What follows belongs to an exercise in optimizing a design on an open flow for small area, a short achievable clock period and few clock cycles per item; a production flow would make more cautious choices. Only simulation tests tie the RTL to the original design; equivalence was not proved. No activity file was given, so power comes from the tool's default toggle rates.

==> design.v <==
`timescale 1ns / 1ps
package lcpg_pkg;
  localparam int FREQ_W   = 20;
  localparam int DUR_W    = 19;
  localparam int IDX_W    = 16;
  localparam int STEPS_W  = 17;
  localparam int RELOAD_W = 16;
  localparam int FREQ_MIN_HZ     = 4000;
  localparam int FREQ_MAX_HZ     = 500000;
  localparam int DURATION_MIN_US = 100;
  localparam int STEPS_MAX       = 65536;
  localparam int SLOPE_Q_W = $clog2(FREQ_MAX_HZ / DURATION_MIN_US + 1);
  localparam int START_FREQ_RST = 10000;
  localparam int STOP_FREQ_RST  = 200000;
  localparam int DURATION_RST   = 1000;
  localparam int CFG_IDX_W = 2;
  typedef logic [CFG_IDX_W-1:0] cfg_idx_t;
  localparam cfg_idx_t CFG_START_FREQ = 2'd0;
  localparam cfg_idx_t CFG_STOP_FREQ  = 2'd1;
  localparam cfg_idx_t CFG_DURATION   = 2'd2;
  typedef enum logic [2:0] {
    ST_IDLE,
    ST_DIV,
    ST_MUL,
    ST_RLD,
    ST_PUSH
  } state_t;
endpackage
`timescale 1ns / 1ps
module lcpg_div #(
  parameter int DVD_W = 20,
  parameter int DVS_W = 19,
  parameter int Q_W   = 13
) (
  input  logic             clk,
  input  logic             rst_n,
  input  logic             start,
  input  logic [DVD_W-1:0] dividend,
  input  logic [DVS_W-1:0] divisor,
  output logic [Q_W-1:0]   quotient,
  output logic             done
);
  localparam int CNT_W = $clog2(Q_W);
  logic [DVS_W-1:0] rem_r, rem_nxt;
  logic [DVS_W-1:0] dvs_r;
  logic [Q_W-1:0]   q_r, q_nxt;
  logic [CNT_W-1:0] cnt_r;
  logic             busy_r;
  logic             done_r;
  logic [DVS_W:0]   trial;
  logic             q_bit;
  always_comb begin
    trial   = {rem_r, q_r[Q_W-1]} - {1'b0, dvs_r};
    q_bit   = ~trial[DVS_W];
    rem_nxt = q_bit ? trial[DVS_W-1:0] : {rem_r[DVS_W-2:0], q_r[Q_W-1]};
    q_nxt   = {q_r[Q_W-2:0], q_bit};
  end
  always_ff @(posedge clk) begin
    if (start) begin
      rem_r <= DVS_W'(dividend >> Q_W);
      q_r   <= dividend[Q_W-1:0];
      dvs_r <= divisor;
      cnt_r <= '0;
    end else if (busy_r) begin
      rem_r <= rem_nxt;
      q_r   <= q_nxt;
      cnt_r <= cnt_r + CNT_W'(1);
    end
  end
  always_ff @(posedge clk) begin
    if (!rst_n) begin
      busy_r <= 1'b0;
      done_r <= 1'b0;
    end else begin
      done_r <= busy_r && (cnt_r == CNT_W'(Q_W - 1));
      if (start) begin
        busy_r <= 1'b1;
      end else if (busy_r && (cnt_r == CNT_W'(Q_W - 1))) begin
        busy_r <= 1'b0;
      end
    end
  end
  assign quotient = q_r;
  assign done     = done_r;
endmodule
`timescale 1ns / 1ps
import lcpg_pkg::*;
module lcpg_mul (
  input  logic                        clk,
  input  logic                        rst_n,
  input  logic                        start,
  input  logic [lcpg_pkg::FREQ_W-1:0] mcand,
  input  logic [lcpg_pkg::IDX_W-1:0]  mplier,
  output logic [lcpg_pkg::FREQ_W-1:0] product,
  output logic                        done
);
  localparam int CNT_W = $clog2(IDX_W);
  logic [FREQ_W-1:0] mcand_r;
  logic [FREQ_W-1:0] acc_r, acc_nxt;
  logic [IDX_W-1:0]  mpl_r;
  logic [CNT_W-1:0]  cnt_r;
  logic              busy_r;
  logic              done_r;
  always_comb begin
    acc_nxt = {acc_r[FREQ_W-2:0], 1'b0} + (mpl_r[IDX_W-1] ? mcand_r : '0);
  end
  always_ff @(posedge clk) begin
    if (start) begin
      mcand_r <= mcand;
      mpl_r   <= mplier;
      acc_r   <= '0;
      cnt_r   <= '0;
    end else if (busy_r) begin
      acc_r   <= acc_nxt;
      mpl_r   <= {mpl_r[IDX_W-2:0], 1'b0};
      cnt_r   <= cnt_r + CNT_W'(1);
    end
  end
  always_ff @(posedge clk) begin
    if (!rst_n) begin
      busy_r <= 1'b0;
      done_r <= 1'b0;
    end else begin
      done_r <= busy_r && (cnt_r == CNT_W'(IDX_W - 1));
      if (start) begin
        busy_r <= 1'b1;
      end else if (busy_r && (cnt_r == CNT_W'(IDX_W - 1))) begin
        busy_r <= 1'b0;
      end
    end
  end
  assign product = acc_r;
  assign done    = done_r;
endmodule
`timescale 1ns / 1ps
import lcpg_pkg::*;
module linear_chirp_period_generator #(
  parameter int TIMER_CLOCK_HZ = 168000000,
  parameter int STEP_US        = 10
) (
  input  logic                          clk,
  input  logic                          rst_n,
  input  logic                          cfg_we,
  input  lcpg_pkg::cfg_idx_t            cfg_index,
  input  logic [lcpg_pkg::FREQ_W-1:0]   cfg_data,
  input  logic                          in_valid,
  output logic                          in_stall,
  input  logic                          in_restart,
  output logic                          out_valid,
  input  logic                          out_stall,
  output logic [lcpg_pkg::RELOAD_W-1:0] out_reload_value,
  output logic [lcpg_pkg::RELOAD_W-2:0] out_compare_value,
  output logic [lcpg_pkg::IDX_W-1:0]    out_step_number,
  output logic                          out_last_step
);
  localparam int NQ   = 16;
  localparam int CK_W = $clog2(TIMER_CLOCK_HZ + 1);
  localparam logic [CK_W-1:0] CK = CK_W'(TIMER_CLOCK_HZ);
  localparam logic [NQ-1:0] CUT_K = 16'h7FFE;
  localparam int SB   = 1;
  localparam int SQ   = 13;
  localparam int SU_N = (SQ + SB - 1) / SB;
  localparam int G_W  = DUR_W;
  function automatic int rem_w(input int i);
    rem_w = FREQ_W;
    for (int b = FREQ_W; b >= 1; b--) begin
      if ((TIMER_CLOCK_HZ >> i) < (1 << b)) rem_w = b;
    end
  endfunction
  logic [FREQ_W-1:0] start_freq_r;
  logic [FREQ_W-1:0] stop_freq_r;
  logic [DUR_W-1:0]  duration_r;
  logic              su_busy_r;
  logic [3:0]        su_cnt_r;
  logic [FREQ_W-1:0] lo_r;           
  logic [FREQ_W-1:0] f_r;            
  logic [IDX_W-1:0]  delta_r;        
  logic [G_W-1:0]    g_r;            
  logic              z_r;            
  logic              w_r;            
  logic [1:0]        pq_cnt_r;
  logic              pq0_r, pq1_r;   
  logic [1:0]        of_cnt_r;
  logic              of_wp_r, of_rp_r;
  logic [NQ-1:0]     of_q0_r, of_q1_r;
  logic              of_l0_r, of_l1_r;
  logic              of_z0_r, of_z1_r;
  logic [IDX_W-1:0]  step_r;         
  logic              consume;
  logic              in_accept;
  logic              ring_r;
  logic              recirc;
  logic              of_write, of_pop, of_full;
  logic [IDX_W-1:0]  step_inc;
  logic [IDX_W-1:0]  cur_i;
  logic [FREQ_W-1:0] lo_c, hi_c, diff_c;
  logic [DUR_W-1:0]  dur_c;
  always_comb begin
    lo_c = (start_freq_r > stop_freq_r) ? stop_freq_r : start_freq_r;
    hi_c = (start_freq_r > stop_freq_r) ? start_freq_r : stop_freq_r;
    if (lo_c <= FREQ_W'(FREQ_MIN_HZ)) lo_c = FREQ_W'(FREQ_MIN_HZ);
    if (hi_c >= FREQ_W'(FREQ_MAX_HZ)) hi_c = FREQ_W'(FREQ_MAX_HZ);
    diff_c = (hi_c > lo_c) ? (hi_c - lo_c) : '0;
    dur_c  = (duration_r <= DUR_W'(DURATION_MIN_US)) ? DUR_W'(DURATION_MIN_US)
                                                     : duration_r;
  end
  always_ff @(posedge clk) begin
    if (!rst_n) begin
      start_freq_r <= FREQ_W'(START_FREQ_RST);
      stop_freq_r  <= FREQ_W'(STOP_FREQ_RST);
      duration_r   <= DUR_W'(DURATION_RST);
    end else if (cfg_we) begin
      case (cfg_index)
        CFG_START_FREQ: start_freq_r <= cfg_data;
        CFG_STOP_FREQ:  stop_freq_r  <= cfg_data;
        CFG_DURATION:   duration_r   <= cfg_data[DUR_W-1:0];
        default:        ;
      endcase
    end else if (su_busy_r && (su_cnt_r == 4'd0)) begin
      duration_r <= dur_c;
    end
  end
  assign step_inc = step_r + IDX_W'(1);
  assign cur_i    = z_r ? '0 : step_inc;
  logic [G_W-1:0]    sd_r [0:SB];
  logic [SB-1:0]     sd_q;
  logic [IDX_W-1:0]  hz_add, hz_acc;
  logic [G_W+1:0]    g_fin;
  assign sd_r[0] = g_r;
  genvar k;
  generate
    for (k = 0; k < SB; k++) begin : g_sd
      logic [G_W:0] t;
      logic [G_W:0] d;
      always_comb begin
        t = {sd_r[k], delta_r[SQ-1-k]};
        d = t - {1'b0, duration_r};
        sd_q[SB-1-k] = ~d[G_W];
        sd_r[k+1]    = d[G_W] ? t[G_W-1:0] : d[G_W-1:0];
      end
    end
  endgenerate
  always_comb begin
    hz_add = '0;
    for (int b = 0; b < SB; b++) begin
      if (delta_r[b]) hz_add = hz_add + (cur_i << b);
    end
    hz_acc = (f_r[IDX_W-1:0] << SB) + hz_add;
    g_fin  = (G_W+2)'(duration_r) - (G_W+2)'(cur_i) * (G_W+2)'(STEP_US);
  end
  always_ff @(posedge clk) begin
    if (!rst_n) begin
      su_busy_r <= 1'b1;
      su_cnt_r  <= 4'd0;
    end else if (cfg_we) begin
      su_busy_r <= 1'b1;
      su_cnt_r  <= 4'd0;
    end else if (su_busy_r) begin
      su_cnt_r <= su_cnt_r + 4'd1;
      if (su_cnt_r == 4'(SU_N + 1)) su_busy_r <= 1'b0;
    end
  end
  logic              zero_b, last_b;
  logic [FREQ_W-1:0] f_b;
  logic [G_W-1:0]    g_b;
  always_comb begin
    zero_b = pq0_r || z_r || w_r;
    f_b    = zero_b ? lo_r : f_r;
    g_b    = zero_b ? duration_r : g_r;
    last_b = (g_b < G_W'(2 * STEP_US));
  end
  always_ff @(posedge clk) begin
    if (!rst_n) begin
      z_r <= 1'b1;
      w_r <= 1'b0;
    end else if (su_busy_r) begin
      if (!cfg_we && (su_cnt_r == 4'(SU_N + 1))) begin
        w_r <= g_fin[G_W+1] || (g_fin < (G_W+2)'(STEP_US));
      end
    end else if (consume) begin
      z_r <= last_b;
      w_r <= 1'b0;
    end
  end
  always_ff @(posedge clk) begin
    if (su_busy_r) begin
      if (su_cnt_r == 4'd0) begin
        lo_r    <= lo_c;
        g_r     <= G_W'(diff_c >> SQ);
        delta_r <= IDX_W'(diff_c[SQ-1:0]);
        f_r     <= '0;
      end else if (su_cnt_r <= 4'(SU_N)) begin
        g_r     <= sd_r[SB];
        delta_r <= {delta_r[IDX_W-SB-1:0], sd_q};
        f_r     <= (su_cnt_r == 4'd1) ? '0 : FREQ_W'(hz_acc);
      end else begin
        f_r     <= lo_r + FREQ_W'(hz_acc) * FREQ_W'(STEP_US);
        delta_r <= IDX_W'(delta_r[SQ-1:0]) * IDX_W'(STEP_US);
        g_r     <= g_fin[G_W-1:0];
      end
    end else if (consume) begin
      f_r <= f_b + FREQ_W'(delta_r);
      g_r <= g_b - G_W'(STEP_US);
    end
  end
  assign in_stall  = pq_cnt_r[1];
  assign in_accept = in_valid && !pq_cnt_r[1];
  assign consume   = (pq_cnt_r != 2'd0) && !su_busy_r && !recirc && !ring_r;
  always_ff @(posedge clk) begin
    if (!rst_n) begin
      pq_cnt_r <= 2'd0;
    end else begin
      pq_cnt_r <= pq_cnt_r + 2'(in_accept) - 2'(consume);
    end
  end
  always_ff @(posedge clk) begin
    if (consume) begin
      pq0_r <= (pq_cnt_r == 2'd2) ? pq1_r : in_restart;
    end else if (in_accept && (pq_cnt_r == 2'd0)) begin
      pq0_r <= in_restart;
    end
    if (in_accept) begin
      pq1_r <= in_restart;
    end
  end
  logic [FREQ_W-1:0] dv_r [0:NQ];
  logic [FREQ_W-1:0] dv_f [0:NQ];
  logic [NQ-1:0]     dv_q [0:NQ];
  logic              dv_v [0:NQ];
  logic              dv_z [0:NQ];
  logic              dv_l [0:NQ];
  logic              dv_h [0:NQ];
  assign dv_r[0] = FREQ_W'(TIMER_CLOCK_HZ >> NQ);
  assign dv_q[0] = '0;
  assign dv_f[0] = recirc ? dv_f[NQ] : f_b;
  assign dv_v[0] = recirc || consume;
  assign dv_z[0] = recirc ? dv_z[NQ] : zero_b;
  assign dv_l[0] = recirc ? dv_l[NQ] : last_b;
  assign dv_h[0] = recirc && (!ring_r || dv_h[NQ]);
  generate
    for (k = 0; k < NQ; k++) begin : g_stage
      localparam int BI = NQ - 1 - k;
      localparam int RW = rem_w(BI);
      logic [FREQ_W:0]   t;
      logic [FREQ_W:0]   d;
      logic              ge;
      logic [FREQ_W-1:0] rn;
      logic [NQ-1:0]     qn;
      always_comb begin
        t  = {dv_r[k], CK[BI]};
        d  = t - {1'b0, dv_f[k]};
        ge = ~d[FREQ_W];
        rn = FREQ_W'(RW'(ge ? d[FREQ_W-1:0] : t[FREQ_W-1:0]));
        qn = {dv_q[k][NQ-2:0], ge};
      end
      if (CUT_K[k] && (k < NQ - 1)) begin : g_reg
        logic [FREQ_W-1:0] r_q;
        logic [FREQ_W-1:0] f_q;
        logic [NQ-1:0]     q_q;
        logic              v_q, z_q, l_q, h_q;
        always_ff @(posedge clk) begin
          if (!rst_n) begin
            v_q <= 1'b0;
          end else begin
            v_q <= dv_v[k];
          end
        end
        always_ff @(posedge clk) begin
          r_q <= rn;
          f_q <= dv_f[k];
          q_q <= qn;
          z_q <= dv_z[k];
          l_q <= dv_l[k];
          h_q <= dv_h[k];
        end
        assign dv_r[k+1] = r_q;
        assign dv_f[k+1] = f_q;
        assign dv_q[k+1] = q_q;
        assign dv_v[k+1] = v_q;
        assign dv_z[k+1] = z_q;
        assign dv_l[k+1] = l_q;
        assign dv_h[k+1] = h_q;
      end else begin : g_wire
        assign dv_r[k+1] = rn;
        assign dv_f[k+1] = dv_f[k];
        assign dv_q[k+1] = qn;
        assign dv_v[k+1] = dv_v[k];
        assign dv_z[k+1] = dv_z[k];
        assign dv_l[k+1] = dv_l[k];
        assign dv_h[k+1] = dv_h[k];
      end
    end
  endgenerate
  assign of_full  = of_cnt_r[1];
  assign recirc   = dv_v[NQ] && (of_full || (ring_r && !dv_h[NQ]));
  assign of_write = dv_v[NQ] && !recirc;
  always_ff @(posedge clk) begin
    if (!rst_n) begin
      ring_r <= 1'b0;
    end else if (ring_r) begin
      if (dv_v[NQ] && dv_h[NQ] && !of_full) ring_r <= 1'b0;
    end else begin
      ring_r <= recirc;
    end
  end
  logic new_head, new_head_z;
  assign out_valid = (of_cnt_r != 2'd0);
  assign of_pop    = out_valid && !out_stall;
  always_comb begin
    if (of_pop) begin
      new_head   = (of_cnt_r == 2'd2) || of_write;
      new_head_z = (of_cnt_r == 2'd2) ? (of_rp_r ? of_z0_r : of_z1_r) : dv_z[NQ];
    end else begin
      new_head   = (of_cnt_r == 2'd0) && of_write;
      new_head_z = dv_z[NQ];
    end
  end
  always_ff @(posedge clk) begin
    if (!rst_n) begin
      of_cnt_r <= 2'd0;
      of_wp_r  <= 1'b0;
      of_rp_r  <= 1'b0;
    end else begin
      of_cnt_r <= of_cnt_r + 2'(of_write) - 2'(of_pop);
      if (of_write) of_wp_r <= ~of_wp_r;
      if (of_pop)   of_rp_r <= ~of_rp_r;
    end
  end
  always_ff @(posedge clk) begin
    if (of_write && !of_wp_r) begin
      of_q0_r <= dv_q[NQ];
      of_l0_r <= dv_l[NQ];
      of_z0_r <= dv_z[NQ];
    end
    if (of_write && of_wp_r) begin
      of_q1_r <= dv_q[NQ];
      of_l1_r <= dv_l[NQ];
      of_z1_r <= dv_z[NQ];
    end
    if (new_head) begin
      step_r <= new_head_z ? '0 : step_inc;
    end
  end
  assign out_reload_value  = of_rp_r ? of_q1_r : of_q0_r;
  assign out_compare_value = out_reload_value[NQ-1:1];
  assign out_step_number   = step_r;
  assign out_last_step     = of_rp_r ? of_l1_r : of_l0_r;
endmodule
==> run.sh <==
#!/bin/bash
# synth_recipe.tcl (not shown) runs the flow's synth.tcl, then flattens the netlist and writes it again
# the make line also repeats each setting of config.mk as NAME=value (left out here)
make -C /OpenROAD-flow-scripts/flow DESIGN_CONFIG=/design/flow/config.mk WORK_HOME=/design/flow/orfs CLKGATE_MAP_FILE= SYNTH_SCRIPT=/design/flow/synth_recipe.tcl finish
==> config.mk <==
export PLATFORM = sky130hd
export DESIGN_NAME = linear_chirp_period_generator
export DESIGN_NICKNAME = linear_chirp_period_generator
export VERILOG_FILES = /design/flow/design.v
export SDC_FILE = /design/flow/constraint.sdc
export NUM_CORES = 4
export LEC_CHECK = 0
export CAP_MARGIN = 20
export CORE_MARGIN = 2
export CORE_UTILIZATION = 40
export SLEW_MARGIN = 20
==> constraint.sdc <==
create_clock -name core_clock -period 7.0 [get_ports {clk}]
set_input_delay 1.4000 -clock core_clock [delete_from_list [all_inputs] [get_ports {clk}]]
set_output_delay 1.4000 -clock core_clock [all_outputs]
set_load 0.01 [all_outputs]
==> impl_metrics.ini, run 1 <==
[outcome]
status = timing/DRC/antenna clean

[logic_synthesis]
async_reset_ff_share_pct = 0
yosysWarnings = 9
ys.flop_type = dfxtp_1
avgSynthCellArea_um2 = 9.51
synth_nets = 5567
yosys-top-cells-count = dfxtp_1 (787), ha_1 (474), inv_1 (460)
synth_cell_types = 92
synth_most_common_cell = dfxtp_1
ys_seq_area_share_pct = 40.9
yosysTopAreaCell = dfxtp_1
synth_seq_cells = 916
synth_enable_flop_cells = 129
syn_inst = 5042
ys_top_cells_by_area = dfxtp_1 (33%), ha_1 (12%), edfxtp_1 (8.1%)
yosys.area.top_type_share_pct = 32.9
syn_area_um2 = 47900

[clock_tree]
htreeDepth = 3
clock_sinks = 916
cts_buffers = 98
cts_root_buf = clkbuf_16
post_cts_buffers = 0
clock_latency_ns = 0.72
clockBufferDepth = 3
cts_tree = done
cts.clk_slew.worst_paths_ns = 0.06
ctsHoldBuffers = 0

[hold_path]
min_path_cells = 0
hold_end = dv_q[9][4]
hp-class = reg2reg
holdCritStartpoint = dv_q[8][3]

[global_routing]
grt_pass1_wl_um = 179000
first_global_vias = 34000
grt_use_total_pct = 18.1
antenna_found_initial = 1
grt_max_degree = 64
grt_overflow = 0

[power]
seq_power_share_pct = 32.0
combPwrFrac_pct = 45.0
power.total_mw = 24.0
p_int_mw = 15.4
ir_drop_v = 0.000255
clkPwrFrac_pct = 23.1
p_leak_nw = 23.7
swShare_pct = 35.5
powerDensity_nw_per_um2 = 442
p_sw_mw = 8.51

[detailed_routing]
num_vias = 34900
firstDrtPassIters = 5
drc = 0
antenna_left = 0
routed_wl_um = 111000
vias_per_cell = 5.10
drt-wirelength-per-cell_um = 16.2
dr.first_iter.drc_count = 2047

[sta]
fmax_mhz = 154
rsz0062_at_grt = false
period_needed_ns = 6.51
fin_setup_tns_ns = 0
fin_crit_sh_pct = 93.0
worst_pin_slew_ns = 1.06
hold_viol = 0
hold_ws_ns = 0.285
skew_ns = 0.0518
drv_slew = 0
setup_viol = 0
max_slew_margin_pct = 29.4

[floorplanning]
die_h_um = 350
ios = 78
core-area_um2 = 119000
row_count = 127
die_x_um = 350
fp.dieArea_um2 = 123000
initial_core_util_pct = 40.2

[placement]
io_buffers = 77
dp_cells = 6647
dp_hpwl_um = 85100
place.gp.congestion = 0.919

[final_layout]
layout-drive-gt1-share_pct = 9.90
fillerInstances = 11400
finalCoreUtilization_pct = 45.4
stdcell_count = 6835
syn2layout_area_growth_pct = 13.0
nets = 5664

[critical_path]
r2r-start = step_r[1]
required_ns = 7.40
reg2reg_depth = 30
startpoint_type = flop
cpPeakStageDelay_ns = 0.46
worstSetupPathType = reg2reg
critPathSlowestCell = edfxtp_1
critPathArrivalTime_ns = 6.91
r2r_setup_slack_ns = 0.49
end_kind = flop
critPathMostFrequentCell = ha_1
crit_fanout = 5
rr_endpoint = f_r[19]

[job]
drv_cap = 0
-- kinds of logic (layout without fill, tap and decap cells) --
group / count (synthesis) / after routing / synth area share (%)
compound gates: 1076 / 1076 / 14.4
xor+xnor: 349 / 349 / 6.38
fa+ha+maj: 497 / 497 / 13.3
buf+inv: 577 / 757 / 4.79
flops: 916 / 916 / 40.9
mux: 308 / 308 / 7.09
other cells: 1 / 2 / 0.00782
simple gates: 1318 / 1318 / 13.0
-- cells in the final DEF, fill, tap and decap left out, drive strengths merged, types with 27 or more instances in the layout --
| cell type | count |
|---|---|
| nand2 | 325 |
| o211ai | 30 |
| nand2b | 66 |
| a21o | 88 |
| nor2 | 420 |
| inv | 469 |
| and2 | 39 |
| clkinv | 27 |
| mux2i | 72 |
| buf | 37 |
| nand4 | 27 |
| nor2b | 71 |
| a21oi | 338 |
| clkdlybuf4s50 | 77 |
| ha | 474 |
| xor2 | 96 |
| o21a | 70 |
| o21ai | 244 |
| o21bai | 33 |
| dfxtp | 787 |
| and3 | 29 |
| or3 | 43 |
| clkbuf | 134 |
| xnor2 | 253 |
| mux2 | 236 |
| edfxtp | 129 |
| nand3 | 104 |
| nor3 | 100 |
| a211oi | 31 |
-- routing by layer --
metal / global-route usage, % / vias up / part of all wire (%)
li1: - / 17900 / -
met2: 29.1 / 613 / 44
met1: 25.3 / 16300 / 50
met5: 0 / - / 0
met3: 2.67 / 140 / 4.3
met4: 4.67 / 0 / 1.9
-- repair_timing --
action / CTS / global route
endpoints found under the hold margin: 0 / 0
setup endpoints to repair: 0 / 1
gates resized for setup: 0 / 7
-- critical path: cells and delay by family, from the launching register on --
family / cells / cell delay [ns]
AOI/OAI and AO/OA: 13 / 2.12
adders and majority gates: 6 / 1.98
and+or+nand+nor: 5 / 0.86
xor gates and xnor gates: 4 / 0.65
DFF: 1 / 0.46
buffers and inverters: 2 / 0.15
-- per-stage QoR --
| stage | area, um^2 | worst slack, ns |
|---|---|---|
| detailed placement | 50600 | 0.341 |
| global route | 54200 | 0.0111 |
| finish | 54200 | 0.487 |
| floorplan | 47900 | 0.875 |
| CTS | 54100 | 0.322 |
| global placement | 50500 | 0.430 |
-- state kept, by name, indices dropped and copies added, names as in the netlist, 2 cells and up --
signal             cells
su_cnt_r               4
g_stage.g_reg.v_q     14
g_stage.g_reg.l_q     14
of_q1_r               16
g_stage.g_reg.r_q    160
duration_r            19
g_stage.g_reg.f_q    280
lo_r                  20
dv_r                  99
step_r                16
delta_r               16
g_stage.g_reg.z_q     14
pq_cnt_r               2
start_freq_r          20
g_r                   19
dv_q                 119
f_r                   20
of_cnt_r               2
g_stage.g_reg.h_q     14
stop_freq_r           20
of_q0_r               16
-- worst max-delay path by stage --
stage,start,endpoint,depth (start not counted)
2_1_floorplan,step_r[0],f_r[19],28
3_3_place_gp,step_r[1],f_r[19],28
3_5_place_dp,step_r[1],f_r[19],28
4_1_cts,step_r[1],f_r[19],28
5_1_grt,step_r[1],f_r[19],30
6_report,step_r[1],f_r[19],30
-- final cells by class --
class	count	area [um^2]	share of cell area, %
clock buffers	134	2930	5.41
well taps	1612	2020	3.72
inverters	460	1730	3.19
repair buffers	114	1060	1.96
diodes	1	2.50	0.00462
clock inverters	49	626	1.15
flip-flops and latches	916	19600	36.2
multi-input cells	3549	26200	48.3
-- power groups by stage --
stage / Sequential [mW] / Clock [mW] / Combinational (mW)
final: 7.66 / 5.52 / 10.8
after global routing: 7.80 / 5.87 / 12.1
after CTS: 7.67 / 5.67 / 10.8
after detailed placement: 7.76 / 0 / 10.6
after global placement: 7.75 / 0 / 10.5
after floorplan: 7.33 / 0 / 8.85
Testbench counts, summed over its fixed seeds: cycles 4,800, items 2,688.
==> inputs of run 2 (changes only) <==
--- a/design.v
+++ b/design.v
@@ -156,9 +156,9 @@
   localparam int NQ   = 16;
   localparam int CK_W = $clog2(TIMER_CLOCK_HZ + 1);
   localparam logic [CK_W-1:0] CK = CK_W'(TIMER_CLOCK_HZ);
-  localparam logic [NQ-1:0] CUT_K = 16'h7FFE;
-  localparam int SB   = 1;
-  localparam int SQ   = 13;
+  localparam logic [NQ-1:0] CUT_K = 16'h2AAA;
+  localparam int SB   = 2;
+  localparam int SQ   = 14;
   localparam int SU_N = (SQ + SB - 1) / SB;
   localparam int G_W  = DUR_W;
   function automatic int rem_w(input int i);
==> run 2 against run 1 <==
Against the previous run: synthesized cell count fell by 5.9%; global-route usage rose by 2.6 points; largest power group unchanged; first-iteration DRC count rose by 11%; still clean; non-clock buffer count rose by 86; power rose by 11%; critical path type unchanged; via count fell by 1.8%; count of clock-buffer cells in the layout fell by 59; clock power fell by about 40%; cell count fell by 7.6%; cell area fell by 13%; critical endpoint is now f_r[17].
==> impl_metrics.ini, run 2 <==
[outcome]
status = timing/DRC/antenna clean

[clock_tree]
cts_buffers = 60
cts_tree = done
cts_root_buf = clkbuf_16
cts.clk_slew.worst_paths_ns = 0.06
clockBufferDepth = 3
htreeDepth = 2
clock_latency_ns = 0.69
clock_sinks = 554
ctsHoldBuffers = 0

[logic_synthesis]
synth_most_common_cell = ha_1
synth_cell_types = 106
yosys-top-cells-count = ha_1 (509), dfxtp_1 (425), nor2_1 (378)
ys.flop_type = dfxtp_1
synth_seq_cells = 554
syn_area_um2 = 42000
yosys.area.top_type_share_pct = 20.3
yosysTopAreaCell = dfxtp_1
ys_top_cells_by_area = dfxtp_1 (20%), ha_1 (15%), edfxtp_1 (9.2%)
yosysWarnings = 9
avgSynthCellArea_um2 = 8.85
ys_seq_area_share_pct = 29.5
synth_nets = 5300
syn_inst = 4743
synth_enable_flop_cells = 129
async_reset_ff_share_pct = 0

[sta]
max_slew_margin_pct = 31.7
fin_crit_sh_pct = 95.7
drv_slew = 0
skew_ns = 0.0744
fin_setup_tns_ns = 0
hold_viol = 0
hold_ws_ns = 0.293
period_needed_ns = 6.70
worst_pin_slew_ns = 1.02
fmax_mhz = 149
setup_viol = 0

[global_routing]
grt_max_degree = 79
antenna_found_initial = 2
first_global_vias = 33100
grt_use_total_pct = 20.6
grt_pass1_wl_um = 180000
grt_overflow = 0

[power]
powerDensity_nw_per_um2 = 564
p_leak_nw = 20.6
power.total_mw = 26.6
ir_drop_v = 0.000462

[detailed_routing]
num_vias = 34200
antenna_left = 0
drc = 0
firstDrtPassIters = 5
drt-wirelength-per-cell_um = 17.8
dr.first_iter.drc_count = 2265
vias_per_cell = 5.42
routed_wl_um = 113000

[critical_path]
critPathSlowestCell = edfxtp_1
r2r-start = step_r[0]
crit_end = f_r[17]
crit_fanout = 6
critPathArrivalTime_ns = 7.05
cpPeakStageDelay_ns = 0.43
required_ns = 7.35
crit_start = step_r[0]
worstSetupPathType = reg2reg
startpoint_type = flop
end_kind = flop
critPathMostFrequentCell = buf_4
reg2reg_depth = 36
rr_endpoint = f_r[17]
r2r_setup_slack_ns = 0.30

[final_layout]
syn2layout_area_growth_pct = 12.6
largest_reg_flops = 140
mostFrequentLayoutCells = ha_1 (504), dfxtp_1 (423), nor2_1 (373)
layout-drive-gt1-share_pct = 11.8
final_area_um2 = 47200
regMostFlops = g_stage.g_reg.f_q
fillerInstances = 9992
nets = 5443
finalCoreUtilization_pct = 45.5
final_common_cell = ha_1
n_antenna_cell = 0

[floorplanning]
core-area_um2 = 104000
initial_core_util_pct = 40.4
row_count = 118
die_h_um = 328
die_x_um = 328
fp.dieArea_um2 = 108000
ios = 78

[hold_path]
hp-class = reg2reg

[job]
drv_cap = 0

[placement]
place.gp.congestion = 0.927
io_buffers = 77
dp_hpwl_um = 90200
postPlaceCellArea_um2 = 44800
-- run 2: cell types whose count changed in the layout (fill, tap and decap cells not counted), moves of 30 or more --
cell and change:
dfxtp_1 -363, inv_1 -107, buf_4 +88, clkbuf_16 -45, nor2_1 -45, a21boi_0 +41, o21ai_0 -40, a221o_1 +33
ha_1 +30
-- run 2: cells by family after synthesis --
group	Yosys count	share of synthesized area [%]
muxes	289	7.58
DFF	554	29.5
AOI/OAI and AO/OA	1190	19.0
xor gates and xnor gates	389	8.22
other	1	0.00894
adders and majority gates	530	16.2
and+or+nand+nor	1315	15.0
buffers and inverters	475	4.51
-- run 2: critical path: cells and delay by family, from the launching register on --
kind                     cells  cell delay [ns]
multiplexers                 1             0.29
XOR/XNOR                     5             0.77
flip-flops                   1             0.43
AND/OR/NAND/NOR              6             1.04
AO/OA/AOI/OAI               12             1.63
adder cells (fa/ha/maj)      5             1.36
buffers and inverters        7             0.93
-- run 2: through the flow --
stage / worst slack, ns / instances
CTS: 0.00243 / 6307
finish: 0.304 / 6318
detailed placement: -0.0134 / 6193
global placement: 0.0522 / 6193
global route: -0.113 / 6318
floorplan: 0.224 / 4743
-- run 2: report_power, final --
group / switching, mW / internal (mW)
sequential: 0.647 / 4.22
clock: 1.45 / 1.84
combinational: 9.63 / 8.86
total: 11.7 / 14.9
-- run 2: timing repair --
item | in CTS | in global routing
resized for setup | 2 | 65
buffers inserted | 0 | 10
hold endpoints to repair | 0 | 0
endpoints found under the setup margin | 2 | 16
pin swaps | 0 | 21
-- run 2: cell type report --
type | instances | area (um^2) | share of cell area, %
clock buffer | 75 | 1680 | 3.56
inverter | 356 | 1340 | 2.83
sequential | 554 | 12400 | 26.2
clock inverter | 39 | 397 | 0.839
timing repair buffer | 200 | 1710 | 3.63
multi-input combinational | 3714 | 28000 | 59.3
tap | 1380 | 1730 | 3.65
-- run 2: worst min-delay path by stage --
| stage | start | endpoint | slack [ns] | depth (start not counted) |
|---|---|---|---|---|
| final | g_stage[1].g_reg.z_q | g_stage[3].g_reg.z_q | 0.29 | 0 |
| after global routing | g_stage[1].g_reg.z_q | g_stage[3].g_reg.z_q | 0.30 | 0 |
| after CTS | g_stage[1].g_reg.z_q | g_stage[3].g_reg.z_q | 0.28 | 0 |
| after detailed placement | dv_q[12][6] | dv_q[14][8] | 0.31 | 0 |
| after global placement | g_stage[11].g_reg.z_q | g_stage[13].g_reg.z_q | 0.31 | 0 |
| after floorplan | dv_q[8][0] | dv_q[10][2] | 0.31 | 0 |
-- run 2: per-layer routing --
layer	vias to the layer above	GRT usage, %	wire [um]
li1	17400	-	-
met1	16100	29.9	56400
met2	655	32.5	48200
met3	155	2.06	4750
met4	0	5.66	3230
met5	-	0	0
Testbench counts of run 2, summed over its fixed seeds: cycles 3,968, items 2,688.
==> inputs of run 3 (changes only) <==
--- a/design.v
+++ b/design.v
@@ -28,60 +28,38 @@
 endpackage
 `timescale 1ns / 1ps
 module lcpg_div #(
-  parameter int DVD_W = 20,
-  parameter int DVS_W = 19,
-  parameter int Q_W   = 13
+  parameter int W = 21
 ) (
-  input  logic             clk,
-  input  logic             rst_n,
-  input  logic             start,
-  input  logic [DVD_W-1:0] dividend,
-  input  logic [DVS_W-1:0] divisor,
-  output logic [Q_W-1:0]   quotient,
-  output logic             done
+  input  logic [W-1:0] a,
+  input  logic [W-1:0] b,
+  output logic [W-1:0] d,
+  output logic         ge
 );
-  localparam int CNT_W = $clog2(Q_W);
-  logic [DVS_W-1:0] rem_r, rem_nxt;
-  logic [DVS_W-1:0] dvs_r;
-  logic [Q_W-1:0]   q_r, q_nxt;
-  logic [CNT_W-1:0] cnt_r;
-  logic             busy_r;
-  logic             done_r;
-  logic [DVS_W:0]   trial;
-  logic             q_bit;
-  always_comb begin
-    trial   = {rem_r, q_r[Q_W-1]} - {1'b0, dvs_r};
-    q_bit   = ~trial[DVS_W];
-    rem_nxt = q_bit ? trial[DVS_W-1:0] : {rem_r[DVS_W-2:0], q_r[Q_W-1]};
-    q_nxt   = {q_r[Q_W-2:0], q_bit};
-  end
-  always_ff @(posedge clk) begin
-    if (start) begin
-      rem_r <= DVS_W'(dividend >> Q_W);
-      q_r   <= dividend[Q_W-1:0];
-      dvs_r <= divisor;
-      cnt_r <= '0;
-    end else if (busy_r) begin
-      rem_r <= rem_nxt;
-      q_r   <= q_nxt;
-      cnt_r <= cnt_r + CNT_W'(1);
-    end
-  end
-  always_ff @(posedge clk) begin
-    if (!rst_n) begin
-      busy_r <= 1'b0;
-      done_r <= 1'b0;
-    end else begin
-      done_r <= busy_r && (cnt_r == CNT_W'(Q_W - 1));
-      if (start) begin
-        busy_r <= 1'b1;
-      end else if (busy_r && (cnt_r == CNT_W'(Q_W - 1))) begin
-        busy_r <= 1'b0;
+  localparam int LV = $clog2(W);
+  logic [W-1:0] g, p;
+  logic [W-1:0] gl [0:LV];
+  logic [W-1:0] pl [0:LV];
+  assign g = a & ~b;
+  assign p = ~(a ^ b);
+  assign gl[0] = {g[W-1:1], g[0] | p[0]};
+  assign pl[0] = {p[W-1:1], 1'b0};
+  genvar l, i;
+  generate
+    for (l = 0; l < LV; l++) begin : g_lv
+      for (i = 0; i < W; i++) begin : g_bit
+        if (((i >> l) & 1) == 1) begin : g_op
+          localparam int J = ((i >> l) << l) - 1;
+          assign gl[l+1][i] = gl[l][i] | (pl[l][i] & gl[l][J]);
+          assign pl[l+1][i] = pl[l][i] & pl[l][J];
+        end else begin : g_pass
+          assign gl[l+1][i] = gl[l][i];
+          assign pl[l+1][i] = pl[l][i];
+        end
       end
     end
-  end
-  assign quotient = q_r;
-  assign done     = done_r;
+  endgenerate
+  assign d  = {p[W-1:1] ^ gl[LV][W-2:0], ~p[0]};
+  assign ge = gl[LV][W-1];
 endmodule
 `timescale 1ns / 1ps
 import lcpg_pkg::*;
@@ -156,11 +134,17 @@
   localparam int NQ   = 16;
   localparam int CK_W = $clog2(TIMER_CLOCK_HZ + 1);
   localparam logic [CK_W-1:0] CK = CK_W'(TIMER_CLOCK_HZ);
-  localparam logic [NQ-1:0] CUT_K = 16'h2AAA;
-  localparam int SB   = 2;
-  localparam int SQ   = 14;
+  localparam logic [NQ-1:0] CUT_K = 16'h7FFF;
+  localparam int SB   = 1;
+  localparam int SQ   = 13;
   localparam int SU_N = (SQ + SB - 1) / SB;
   localparam int G_W  = DUR_W;
+  localparam int C_DIFF = 1;
+  localparam int C_DIV0 = 2;
+  localparam int C_HRN  = C_DIV0 + SU_N;
+  localparam int C_FIN  = C_HRN + 1;
+  localparam logic [FREQ_W-1:0] FMIN = FREQ_W'(FREQ_MIN_HZ);
+  localparam logic [FREQ_W-1:0] FMAX = FREQ_W'(FREQ_MAX_HZ);
   function automatic int rem_w(input int i);
     rem_w = FREQ_W;
     for (int b = FREQ_W; b >= 1; b--) begin
@@ -171,7 +155,8 @@
   logic [FREQ_W-1:0] stop_freq_r;
   logic [DUR_W-1:0]  duration_r;
   logic              su_busy_r;
-  logic [3:0]        su_cnt_r;
+  logic [4:0]        su_cnt_r;
+  logic [IDX_W-1:0]  i_r;            
   logic [FREQ_W-1:0] lo_r;           
   logic [FREQ_W-1:0] f_r;            
   logic [IDX_W-1:0]  delta_r;        
@@ -193,14 +178,21 @@
   logic              of_write, of_pop, of_full;
   logic [IDX_W-1:0]  step_inc;
   logic [IDX_W-1:0]  cur_i;
+  logic              s_gt_p;
+  logic [FREQ_W-1:0] s_lo, p_lo, s_hi, p_hi;
   logic [FREQ_W-1:0] lo_c, hi_c, diff_c;
+  logic [FREQ_W:0]   df_t;
   logic [DUR_W-1:0]  dur_c;
   always_comb begin
-    lo_c = (start_freq_r > stop_freq_r) ? stop_freq_r : start_freq_r;
-    hi_c = (start_freq_r > stop_freq_r) ? start_freq_r : stop_freq_r;
-    if (lo_c <= FREQ_W'(FREQ_MIN_HZ)) lo_c = FREQ_W'(FREQ_MIN_HZ);
-    if (hi_c >= FREQ_W'(FREQ_MAX_HZ)) hi_c = FREQ_W'(FREQ_MAX_HZ);
-    diff_c = (hi_c > lo_c) ? (hi_c - lo_c) : '0;
+    s_gt_p = start_freq_r > stop_freq_r;
+    s_lo   = (start_freq_r <= FMIN) ? FMIN : start_freq_r;
+    p_lo   = (stop_freq_r  <= FMIN) ? FMIN : stop_freq_r;
+    s_hi   = (start_freq_r >= FMAX) ? FMAX : start_freq_r;
+    p_hi   = (stop_freq_r  >= FMAX) ? FMAX : stop_freq_r;
+    lo_c   = s_gt_p ? p_lo : s_lo;
+    hi_c   = s_gt_p ? s_hi : p_hi;
+    df_t   = {1'b0, f_r} - {1'b0, lo_r};
+    diff_c = df_t[FREQ_W] ? '0 : df_t[FREQ_W-1:0];
     dur_c  = (duration_r <= DUR_W'(DURATION_MIN_US)) ? DUR_W'(DURATION_MIN_US)
                                                      : duration_r;
   end
@@ -216,7 +208,7 @@
         CFG_DURATION:   duration_r   <= cfg_data[DUR_W-1:0];
         default:        ;
       endcase
-    end else if (su_busy_r && (su_cnt_r == 4'd0)) begin
+    end else if (su_busy_r && (su_cnt_r == 5'd0)) begin
       duration_r <= dur_c;
     end
   end
@@ -232,32 +224,31 @@
     for (k = 0; k < SB; k++) begin : g_sd
       logic [G_W:0] t;
       logic [G_W:0] d;
-      always_comb begin
-        t = {sd_r[k], delta_r[SQ-1-k]};
-        d = t - {1'b0, duration_r};
-        sd_q[SB-1-k] = ~d[G_W];
-        sd_r[k+1]    = d[G_W] ? t[G_W-1:0] : d[G_W-1:0];
-      end
+      logic         ge;
+      assign t = {sd_r[k], delta_r[SQ-1-k]};
+      lcpg_div #(.W(G_W + 1)) u_sub (.a(t), .b({1'b0, duration_r}), .d(d), .ge(ge));
+      assign sd_q[SB-1-k] = ge;
+      assign sd_r[k+1]    = ge ? d[G_W-1:0] : t[G_W-1:0];
     end
   endgenerate
   always_comb begin
     hz_add = '0;
     for (int b = 0; b < SB; b++) begin
-      if (delta_r[b]) hz_add = hz_add + (cur_i << b);
+      if (delta_r[b]) hz_add = hz_add + (i_r << b);
     end
     hz_acc = (f_r[IDX_W-1:0] << SB) + hz_add;
-    g_fin  = (G_W+2)'(duration_r) - (G_W+2)'(cur_i) * (G_W+2)'(STEP_US);
+    g_fin  = (G_W+2)'(duration_r) - (G_W+2)'(i_r) * (G_W+2)'(STEP_US);
   end
   always_ff @(posedge clk) begin
     if (!rst_n) begin
       su_busy_r <= 1'b1;
-      su_cnt_r  <= 4'd0;
+      su_cnt_r  <= '0;
     end else if (cfg_we) begin
       su_busy_r <= 1'b1;
-      su_cnt_r  <= 4'd0;
+      su_cnt_r  <= '0;
     end else if (su_busy_r) begin
-      su_cnt_r <= su_cnt_r + 4'd1;
-      if (su_cnt_r == 4'(SU_N + 1)) su_busy_r <= 1'b0;
+      su_cnt_r <= su_cnt_r + 5'd1;
+      if (su_cnt_r == 5'(C_FIN)) su_busy_r <= 1'b0;
     end
   end
   logic              zero_b, last_b;
@@ -274,8 +265,10 @@
       z_r <= 1'b1;
       w_r <= 1'b0;
     end else if (su_busy_r) begin
-      if (!cfg_we && (su_cnt_r == 4'(SU_N + 1))) begin
-        w_r <= g_fin[G_W+1] || (g_fin < (G_W+2)'(STEP_US));
+      if (su_cnt_r == 5'(C_HRN)) begin
+        w_r <= g_fin[G_W+1];
+      end else if (su_cnt_r == 5'(C_FIN)) begin
+        w_r <= w_r || (g_r < G_W'(STEP_US));
       end
     end else if (consume) begin
       z_r <= last_b;
@@ -284,19 +277,24 @@
   end
   always_ff @(posedge clk) begin
     if (su_busy_r) begin
-      if (su_cnt_r == 4'd0) begin
+      if (su_cnt_r == 5'd0) begin
         lo_r    <= lo_c;
+        f_r     <= hi_c;
+        i_r     <= cur_i;
+      end else if (su_cnt_r == 5'(C_DIFF)) begin
         g_r     <= G_W'(diff_c >> SQ);
         delta_r <= IDX_W'(diff_c[SQ-1:0]);
         f_r     <= '0;
-      end else if (su_cnt_r <= 4'(SU_N)) begin
+      end else if (su_cnt_r < 5'(C_HRN)) begin
         g_r     <= sd_r[SB];
         delta_r <= {delta_r[IDX_W-SB-1:0], sd_q};
-        f_r     <= (su_cnt_r == 4'd1) ? '0 : FREQ_W'(hz_acc);
+        f_r     <= (su_cnt_r == 5'(C_DIV0)) ? '0 : FREQ_W'(hz_acc);
+      end else if (su_cnt_r == 5'(C_HRN)) begin
+        f_r     <= FREQ_W'(hz_acc);
+        g_r     <= g_fin[G_W-1:0];
       end else begin
-        f_r     <= lo_r + FREQ_W'(hz_acc) * FREQ_W'(STEP_US);
+        f_r     <= lo_r + FREQ_W'(f_r[IDX_W-1:0]) * FREQ_W'(STEP_US);
         delta_r <= IDX_W'(delta_r[SQ-1:0]) * IDX_W'(STEP_US);
-        g_r     <= g_fin[G_W-1:0];
       end
     end else if (consume) begin
       f_r <= f_b + FREQ_W'(delta_r);
@@ -346,10 +344,9 @@
       logic              ge;
       logic [FREQ_W-1:0] rn;
       logic [NQ-1:0]     qn;
+      assign t = {dv_r[k], CK[BI]};
+      lcpg_div #(.W(FREQ_W + 1)) u_sub (.a(t), .b({1'b0, dv_f[k]}), .d(d), .ge(ge));
       always_comb begin
-        t  = {dv_r[k], CK[BI]};
-        d  = t - {1'b0, dv_f[k]};
-        ge = ~d[FREQ_W];
         rn = FREQ_W'(RW'(ge ? d[FREQ_W-1:0] : t[FREQ_W-1:0]));
         qn = {dv_q[k][NQ-2:0], ge};
       end
--- a/config.mk
+++ b/config.mk
@@ -8,4 +8,5 @@
 export CAP_MARGIN = 20
 export CORE_MARGIN = 2
 export CORE_UTILIZATION = 40
+export SETUP_SLACK_MARGIN = 4.0
 export SLEW_MARGIN = 20
==> run 3 against run 2 <==
Against the previous run: routed wire length up 4.3%; synthesized area rose by 12%; power decreased by 13%; via count decreased by 1.4%; cell area is 20% higher; register-to-register slack improved by 2.4 ns; sequential power rose by 62%; count of clock-buffer cells in the layout is 67 higher; clock power up 67%; die area is 11% higher; critical path depth fell by 15; worst setup slack improved by 2.4 ns; critical path type unchanged; highest routed layer unchanged.
==> impl_metrics.ini, run 3 <==
[clock_tree]
clockBufferDepth = 3
cts_buffers = 102
htreeDepth = 3
cts_root_buf = clkbuf_16
cts.clk_slew.worst_paths_ns = 0.06
clock_latency_ns = 0.69
ctsHoldBuffers = 0
cts_tree = done
clock_sinks = 971

[final_layout]
finalCoreUtilization_pct = 48.9
syn2layout_area_growth_pct = 21.3
mostFrequentLayoutCells = dfxtp_1 (801), ha_1 (447), inv_1 (445)
layout-drive-gt1-share_pct = 18.3
nets = 5541
regMostFlops = g_stage.g_reg.f_q
final_common_cell = dfxtp_1
largest_reg_flops = 300

[floorplanning]
ios = 78
die_h_um = 346
core-area_um2 = 116000
fp.dieArea_um2 = 120000
die_x_um = 346
initial_core_util_pct = 40.3
row_count = 125

[logic_synthesis]
synth_cell_types = 85
synth_compound_area_share_pct = 13.5
synth-simple-area-share_pct = 10.6
synthXorXnorAreaFrac_pct = 5.71
ys_seq_area_share_pct = 44.6
synth_fa_ha_area_share_pct = 15.8
ys.flop_type = dfxtp_1
synth_top_family_by_area = adder cells
async_reset_ff_share_pct = 0
synth_seq_cells = 971
ys_top_cells_by_area = dfxtp_1 (35%), ha_1 (13%), edfxtp_1 (9.3%)
yosys.area.top_type_share_pct = 35.3
synthMuxAreaShare_pct = 5.01
avgSynthCellArea_um2 = 10.1
yosysTopAreaCell = dfxtp_1
synth_nets = 5223
syn_area_um2 = 46800
syn_inst = 4648
yosysWarnings = 15
yosys-top-cells-count = dfxtp_1 (826), ha_1 (473), inv_1 (454)
synth_most_common_cell = dfxtp_1
synth_enable_flop_cells = 145

[power]
swShare_pct = 34.6
p_leak_nw = 24.6
powerDensity_nw_per_um2 = 410
clkPwrFrac_pct = 23.7
p_sw_mw = 8.07
p_int_mw = 15.2
ir_drop_v = 0.000250
seq_power_share_pct = 33.7
combPwrFrac_pct = 42.6

[placement]
dp_hpwl_um = 80700
io_buffers = 77
place.gp.congestion = 0.898

[sta]
max_slew_margin_pct = 26.8
drv_slew = 0
fmax_mhz = 233
skew_ns = 0.0367
hold_viol = 0
fin_crit_sh_pct = 61.2
setup_viol = 0
period_needed_ns = 4.29
worst_pin_slew_ns = 1.10
rsz0062_at_grt = true
fin_setup_tns_ns = 0

[global_routing]
antenna_found_initial = 6
first_global_vias = 33000
grt_overflow = 0
grt_use_total_pct = 18.9
met2_usage_pct = 31.4
grt_busiest_layer = met2
grt_pass1_wl_um = 181000
grt_max_degree = 85
grt_util_met3_pct = 2.69
use_met1_pct = 25.6

[hold_path]
hp-class = reg2reg

[detailed_routing]
drc = 0
vias_per_cell = 5.13
drt-wirelength-per-cell_um = 17.8
antenna_left = 0
num_vias = 33800
dr.first_iter.drc_count = 2175
routed_wl_um = 117000
firstDrtPassIters = 5

[critical_path]
crit_fanout = 2
worstSetupPathType = reg2reg
startpoint_type = flop
required_ns = 7.38
end_kind = flop
critPathArrivalTime_ns = 4.67

[outcome]
status = timing/DRC/antenna clean

[job]
drv_cap = 0
==> run 3: logic make-up (layout without fill, tap and decap cells) <==
kind of cell	count (synthesis)	in the layout
other cells	0	1
xor+xnor	304	304
fa+ha+maj	547	547
mux	212	212
compound gates	987	1001
simple gates	1059	1061
flops	971	971
buf+inv	568	957
==> run 3: power by group through the flow <==
stage / Combinational (mW) / Clock, mW / Sequential (mW)
after floorplan: 6.57 / 0 / 7.64
after global placement: 7.82 / 0 / 7.98
after detailed placement: 7.96 / 0 / 8.00
after CTS: 9.34 / 5.65 / 7.87
after global routing: 11.0 / 5.90 / 8.02
final: 9.92 / 5.52 / 7.87
==> run 3: cell type report <==
class	count	area, um^2
well taps	1524	1910
multi-input cells	3125	25700
diodes	1	2.50
clock inverters	49	599
repair buffers	311	3020
flip-flops and latches	971	20900
fillers	10600	59400
clock buffers	142	2890
inverters	455	1720
==> run 3: path summary, 6_finish.rpt <==
path / startpoint / to / slack, ns / depth (start not counted)
min reg2reg: dv_q[9][2] / dv_q[10][3] / 0.32 / 0
min: dv_q[9][2] / dv_q[10][3] / 0.32 / 0
max reg2reg: f_r[1] / f_r[16] / 2.71 / 21
max: f_r[1] / f_r[16] / 2.71 / 21
==> run 3: metrics by stage <==
step                area [um^2]  hold slack (ns)  total power, mW  cells  setup WS (ns)
finish                    56800            0.318             23.3   6578           2.71
global route              56800            0.322             24.9   6577           2.48
CTS                       55500            0.314             22.9   6509           2.69
detailed placement        49500            0.312             16.0   6165           2.17
global placement          49500            0.310             15.8   6165           2.23
floorplan                 47100            0.310             14.2   4648           2.65
==> run 3: per-layer routing <==
layer,share of wire [%],up-vias
met1,46,16000
met5,0,-
met4,2.5,0
met2,46,712
li1,-,16800
met3,5.0,191
==> run 3: repair_timing <==
| action | CTS | global route |
|---|---|---|
| resized for setup | 450 | 167 |
| buffers inserted | 134 | 61 |
| pin swaps | 141 | 122 |
| cloned | 19 | 7 |
| setup endpoints to repair | 375 | 345 |
==> run 3: critical path, cell delays in order (launching register included) <==
cell and delay (ns):
edfxtp_1 0.43, ha_1 0.30, ha_2 0.18, inv_2 0.04, fa_2 0.35, nor2b_2 0.14
o21ai_2 0.07, a21boi_2 0.17, o21ai_2 0.08, a21oi_2 0.18, a21oi_2 0.08, xnor2_1 0.13
ha_1 0.32, and3_4 0.17, a221oi_2 0.28, nor2b_1 0.09, a311oi_2 0.27, buf_4 0.17
o21bai_1 0.10, a211oi_2 0.23, o22a_1 0.17, a21oi_1 0.07
Testbench counts of run 3, summed over its fixed seeds: cycles 4,992, items 2,688.
==> inputs of run 4 (changes only) <==
--- a/config.mk
+++ b/config.mk
@@ -8,5 +8,4 @@
 export CAP_MARGIN = 20
 export CORE_MARGIN = 2
 export CORE_UTILIZATION = 40
-export SETUP_SLACK_MARGIN = 4.0
 export SLEW_MARGIN = 20
==> run 4 against run 3 <==
Against the previous run: sequential power about the same; largest cell class unchanged; critical endpoint is now f_r[18]; power shrank 8.3%; die area is the same; still clean on timing, DRC and antenna.
==> impl_metrics.ini, run 4 <==
[outcome]
status = timing/DRC/antenna clean

[logic_synthesis]
yosysTopAreaCell = dfxtp_1
synth_fa_ha_area_share_pct = 15.8
avgSynthCellArea_um2 = 10.1
synth_most_common_cell = dfxtp_1
ys_seq_area_share_pct = 44.6
syn_area_um2 = 46800
synth_compound_area_share_pct = 13.5
synth_seq_cells = 971
synth_enable_flop_cells = 145
synth-simple-area-share_pct = 10.6
synth_nets = 5223
yosysWarnings = 15
ys_top_cells_by_area = dfxtp_1 (35%), ha_1 (13%), edfxtp_1 (9.3%)
ys.flop_type = dfxtp_1
synthXorXnorAreaFrac_pct = 5.71
yosys-top-cells-count = dfxtp_1 (826), ha_1 (473), inv_1 (454)
synthMuxAreaShare_pct = 5.01
synth_top_family_by_area = adder cells
syn_inst = 4648
synth_cell_types = 85
yosys.area.top_type_share_pct = 35.3
async_reset_ff_share_pct = 0

[sta]
worst_pin_slew_ns = 1.12
rsz0062_at_grt = false
hold_viol = 0
fin_crit_sh_pct = 81.4
skew_ns = 0.0272
fmax_mhz = 176
setup_viol = 0
max_slew_margin_pct = 25.2
period_needed_ns = 5.70
hold_ws_ns = 0.316
drv_slew = 0
fin_setup_tns_ns = 0

[final_layout]
layout-drive-gt1-share_pct = 8.55
mostFrequentLayoutCells = dfxtp_1 (825), ha_1 (473), inv_1 (454)
regMostFlops = g_stage.g_reg.f_q
final_common_cell = dfxtp_1
fillerInstances = 10900
final_area_um2 = 52800
regArea_um2 = 20900
nets = 5314
syn2layout_area_growth_pct = 12.7
multi_input_area_um2 = 23800
largest_reg_flops = 300

[clock_tree]
htreeDepth = 3
cts_buffers = 101
clock_sinks = 971
clock_latency_ns = 0.69
cts_root_buf = clkbuf_16
post_cts_buffers = 0
cts-resized-gates = 0
cts.clk_slew.worst_paths_ns = 0.07
cts_tree = done
clockBufferDepth = 3
ctsHoldBuffers = 0

[floorplanning]
fp.dieArea_um2 = 120000
core-area_um2 = 116000
initial_core_util_pct = 40.3
die_h_um = 346
die_x_um = 346
row_count = 125
ios = 78

[placement]
place.gp.congestion = 0.892
postPlaceCellArea_um2 = 49200
dp_hpwl_um = 80400
io_buffers = 77

[detailed_routing]
vias_per_cell = 5.05
wl_met2_um = 46900
firstDrtPassIters = 5
antenna_left = 0
drt-wirelength-per-cell_um = 16.5
dr.first_iter.drc_count = 1651
routed_wl_um = 104000
highest_layer = met4
wl_met3_um = 4610
wl_met1_um = 50400
num_vias = 32100
drc = 0

[hold_path]
hp-class = reg2reg

[power]
ir_drop_v = 0.000218
p_leak_nw = 22.9
powerDensity_nw_per_um2 = 405
power.total_mw = 21.4

[global_routing]
grt_use_total_pct = 17.4
antenna_found_initial = 5
grt_max_degree = 85
grt_pass1_wl_um = 169000
first_global_vias = 31500
grt_overflow = 0

[critical_path]
critPathArrivalTime_ns = 6.25
worstSetupPathType = reg2reg
critical_path.top_delay_family = compound AO/OA/AOI/OAI gates
crit_path_cell_trace = ha_1 > ha_1 > inv_1 > fa_1 > nor2b_1 > o21ai_0 > a21boi_0 > o21ai_0 > a21oi_1 > a21oi_1 > xnor2_1 > ha_1 > and3_1 > a221oi_1 > nor2b_1 > a311oi_1 > o21ai_0 > or4b_2 > a21oi_1 > o22a_1
crit_fanout = 8
crit_buf_inv = 1
end_kind = flop
startpoint_type = flop
cpPeakStageDelay_ns = 0.64
required_ns = 7.55
critPathSlowestCell = or4b_2

[job]
drv_cap = 0
run 4: final cells by class:
class	count	area share (%)
multi-input combinational	3109	45.1
sequential	971	39.6
clock buffer	143	5.79
tap	1524	3.61
inverter	455	3.24
timing repair buffer	101	1.80
clock inverter	42	0.894
antenna	1	0.00474
run 4: per-layer routing:
metal  global-route usage [%]  up-vias
met5                        0        -
li1                         -    16300
met1                     24.1    15000
met3                     2.66      156
met4                     4.96        0
met2                     28.2      548
run 4: power by group:
part / leakage (nW) / internal [mW] / switching (mW)
clock network: 1.74 / 3.32 / 2.26
logic: 12.9 / 3.90 / 4.06
registers: 8.29 / 7.03 / 0.832
total: 22.9 / 14.2 / 7.14
run 4: worst paths after layout:
check | startpoint | end | slack (ns) | cells after the start
worst max-delay path | f_r[1] | f_r[18] | 1.30 | 20
worst min-delay path | dv_q[3][2] | dv_q[4][3] | 0.32 | 0
worst max register to register | f_r[1] | f_r[18] | 1.30 | 20
worst min register to register | dv_q[3][2] | dv_q[4][3] | 0.32 | 0
run 4: metrics by stage:
step	std cells	util (%)	setup WS (ns)
6_report	6346	45.4	1.30
5_1_grt	6345	45.4	1.00
4_1_cts	6344	45.4	1.39
3_5_place_dp	6159	42.4	1.42
3_3_place_gp	6159	42.4	1.45
2_1_floorplan	4648	-	2.16
run 4: kinds of logic after synthesis:
kind of cell               Yosys count
and+or+nand+nor                   1059
adders and majority gates          547
xor gates and xnor gates           304
buffers and inverters              568
AOI/OAI and AO/OA                  987
DFF                                971
muxes                              212

==> afterwards: timing with drivers on the ports <==
How much do the figures lean on ideal ports? The routed layouts below were timed once more, with nothing changed but the port constraints. Step 1: set_driving_cell puts a clkbuf_16 on clk and a buf_2 on each other input, an assumption about the parent block. Step 2 also shifts input and output timing later by t, the mid clock arrival at the registers, as if the neighbouring blocks saw the same clock. a / b / c = ideal ports / drivers / drivers and shift; a / b = the first two.
run | shift t [ns] | setup WS [ns] | worst register clock-pin slew, ns | worst data-port slew with drivers (ns)
run 1 | 0.763 | 0.487 / 0.487 / 0.487 | 0.07 / 0.07 | 0.05
run 2 | 0.722 | 0.304 / 0.304 / 0.304 | 0.07 / 0.07 | 0.06
run 3 | 0.751 | 2.713 / 2.713 / 2.713 | 0.06 / 0.06 | 0.05
run 4 | 0.748 | 1.305 / 1.305 / 1.305 | 0.07 / 0.07 | 0.04
After both steps setup and hold are still met in every run listed.
